From an optimization exercise on the open Yosys and OpenROAD flow, aimed at small area and a short achievable clock period; shortcuts taken in it are not production practice. RTL that was checked went through simulation tests only; none was proved equivalent to the original. Power figures rest on the tool's default switching activity, not on a simulated workload.

Setup of purple:
Design norm_rnd, start of the top module:
module norm_rnd
(
    input  wire          clk,
    input  wire          reset,
    input  wire  [105:0] fract_in,
    input  wire  [10:0]  exp_in,
    input  wire          sign,
    input  wire  [1:0]   r_mode,
    output logic [52:0]  fract_out,
    output logic [10:0]  exp_out,
    output logic         dn_out,
    output logic         ine_out,
    output logic         overflow_out,
    output logic         infinite_out
);
    logic [52:0] nb_trunc;
    logic        nb_guard;
    logic        nb_sticky;
    logic [10:0] nb_exp;
    logic [10:0] nb_exp_inc;
    logic        nb_denorm;
    logic        nb_kill;
    logic        nb_exp_ovf;
    logic        nb_exp_top;
    normalizer u_normalizer
    (
        .fract_in    (fract_in),
        .exp_in      (exp_in),
        .trunc_out   (nb_trunc),
        .guard_out   (nb_guard),
        .sticky_out  (nb_sticky),
        .exp_out     (nb_exp),
        .exp_inc_out (nb_exp_inc),
  ...
clock: 14.0 ns
lec_check: 0
abc_area: 1
cap_margin: 20
core_margin: 2
core_utilization: 30
place_density: 0.8
setup_slack_margin: 5
slew_margin: 20
tns_end_percent: 100
standard.sh (not shown) runs the stock make flow with config.mk's settings and CLKGATE_MAP_FILE= SYNTH_SCRIPT=/design/flow/synth_recipe.tcl, a recipe that flattens the netlist after the stock synthesis.
==> flow/flow/run.sh <==
#!/bin/bash
# The standard layout, with plain buf_1 cells as the port buffers instead of
# the delay cells buffer_ports picks by default. Every port still gets its
# own buffer.
set -euo pipefail
export BUFFER_PORTS_ARGS="-buffer_cell sky130_fd_sc_hd__buf_1"
bash standard.sh > standard_flow.log 2>&1
The inputs of green differ from those of purple as listed below.
Settings: PLACE_DENSITY removed (was 0.8); SETUP_SLACK_MARGIN removed (was 5).
-- flow/flow/run.sh --
<<< purple, line 7
>>> green, line 7
export SETUP_SLACK_MARGIN=6
Results
Comparing purple and green, maximum operating frequency is higher on green.
green vs. purple: clock-buffer cell count went up by 2.
Diff purple and green: worst voltage drop across the vdd grid lower in green
Re relative contribution of combinational cells to total power: purple and green aren't equal, and the lower value belongs to purple.
purple and green ended up with nearly the same number of buffers added by the clock tree synthesis step.
For final design instance area without fill, dividing the value from green by the value from purple gives 1.3.
The higher number of gates resized after cts of purple and green is in green.
What purple reported for total power has to be multiplied by 1.06 to get the figure for green.
Function was not checked in any run of this note: the RTL went through the layout flow alone.

========
north:
norm_rnd, a different RTL version from the one above (not shown whole).
For scale: about 1300 cells after synthesis, ~68 flip-flops, ~190 I/O pins.
==> flow/config.mk <==
export PLATFORM = sky130hd
export DESIGN_NAME = norm_rnd
export DESIGN_NICKNAME = norm_rnd
export VERILOG_FILES = /design/flow/design.v
export SDC_FILE = /design/flow/constraint.sdc
export NUM_CORES = 4
export LEC_CHECK = 0
export ABC_AREA = 0
export CAP_MARGIN = 20
export CORE_MARGIN = 2
export CORE_UTILIZATION = 30
export SLEW_MARGIN = 20
export SYNTH_HIERARCHICAL = 1
export SYNTH_MINIMUM_KEEP_SIZE = 0
export TNS_END_PERCENT = 100
==> flow/constraint.sdc <==
create_clock -name core_clock -period 14.0 [get_ports {clk}]
set_input_delay 2.8000 -clock core_clock [delete_from_list [all_inputs] [get_ports {clk}]]
set_output_delay 2.8000 -clock core_clock [all_outputs]
set_load 0.01 [all_outputs]
==> flow/flow/run.sh <==
#!/bin/bash
# The standard layout, with plain buf_1 cells as the port buffers instead of
# the delay cells buffer_ports picks by default. Every port still gets its
# own buffer.
set -euo pipefail
export BUFFER_PORTS_ARGS="-buffer_cell sky130_fd_sc_hd__buf_1"
export SETUP_SLACK_MARGIN=4.5
bash standard.sh > standard_flow.log 2>&1
north went all the way through synthesis, placement and routing and the layout is clean on timing, DRC and antenna.
For south, these inputs were changed with respect to north:
- setting GPL_ROUTABILITY_DRIVEN to 0 for the first time
## What came out
- Summary of south over north: synthesized area per cell did not really move; final core utilization went up; worst hold margin went down.
- Non-clock buffer contribution to total cell area (south over north): increase, 0.27 points
- north and south ended up with roughly the same multiplexer share of the synthesized area.
- The run showing the greater post-route clock period utilization is south.
- south falls short of north in design area.
- south ends up with a proportion of total power due to net switching that is 1.3 points higher than in north.
diff inputs: south => east
- GPL_ROUTABILITY_DRIVEN: 0 -> unset
-- flow/flow/run.sh --
<<< south, line 6
export BUFFER_PORTS_ARGS="-buffer_cell sky130_fd_sc_hd__buf_1"
export SETUP_SLACK_MARGIN=4.5
bash standard.sh > standard_flow.log 2>&1
>>> east, line 6
export BUFFER_PORTS_ARGS="-buffer_cell sky130_fd_sc_hd__buf_1"
export SETUP_SLACK_MARGIN=4
bash standard.sh > standard_flow.log 2>&1
Notes after the runs:
east | stages: all done | timing, DRC, antenna: all pass. south -> east: detailed-routed wire length on met2 increased by more than 10%. Comparing east with south, the number of antenna violations at the first check in global routing came out essentially unchanged. Compared to south, east has met3 usage in global routing 0.96 points lower.
--- input diff east..west ---
- swapping 0 for 1000 in SYNTH_MINIMUM_KEEP_SIZE
Results
west: flow completed, timing, DRC and antenna clean
Note that the multi-input gate count recorded for east amounts to 1.07 times the value seen in west.
Of west and east, the run reporting the lower sequential fraction of total cell area was east.
Going from east to west, setup slack decreased 0.30 ns, post-synth net total went down.
Inputs modified between west and middle:
- TNS_END_PERCENT: 100 -> 20
- SYNTH_MINIMUM_KEEP_SIZE: 1000 -> 0
-- flow/flow/run.sh --
<<< west, line 6
export BUFFER_PORTS_ARGS="-buffer_cell sky130_fd_sc_hd__buf_1"
export SETUP_SLACK_MARGIN=4
bash standard.sh > standard_flow.log 2>&1
>>> middle, line 6
export BUFFER_PORTS_ARGS="-buffer_cell sky130_fd_sc_hd__buf_1"
export SETUP_SLACK_MARGIN=5
export SKIP_GATE_CLONING=1
bash standard.sh > standard_flow.log 2>&1
[summary]
middle: full flow OK, the timing, design-rule and antenna checks passed. On post-synthesis compound-gate area fraction: between west and middle, it ends up lower for middle. Summary of middle over west: hold slack has increased; share of synthesized cell area in full adder, half adder and majority cells went down 0.38 points; total die area rose by 6.3%; synthesized cell count rose about 7%; total of cells resized after clock tree synthesis rose by 7. Compared to west, middle has portion of the clock cycle consumed by the worst path in the final layout 6.3 points lower.

==> what the ideal ports hide <==
The results above use ideal ports. As a check the final layouts listed here were re-extracted and re-timed, cells and wires unchanged. Step 1: set_driving_cell puts a clkbuf_16 on clk and a buf_2 on each other input, an assumption about the parent block. Step 2 moves the port delays by t, midway between the first and last clock arrival at a register: inputs arrive t later, outputs are due t later. That takes back most of the time a late clock gives input paths. a / b / c = no drivers / after step 1 / after step 2; a / b = the first two.
run | t (ns) | setup WS [ns] | worst setup path at the end
purple | 0.364 | 5.424 / 5.437 / 5.073 | input to register
green | 0.395 | 5.997 / 6.018 / 5.623 | input to register
north | 0.357 | 4.838 / 4.849 / 4.491 | input to register
south | 0.360 | 4.753 / 4.771 / 4.410 | input to register
east | 0.356 | 4.545 / 4.558 / 4.202 | input to register
west | 0.360 | 4.243 / 4.260 / 3.899 | input to register
middle | 0.358 | 5.124 / 5.142 / 4.784 | input to register
After both steps setup and hold are still met in every run listed. For green, which loses most, drivers alone change the setup slack by +0.021 ns; drivers and shift together by -0.374 ns.
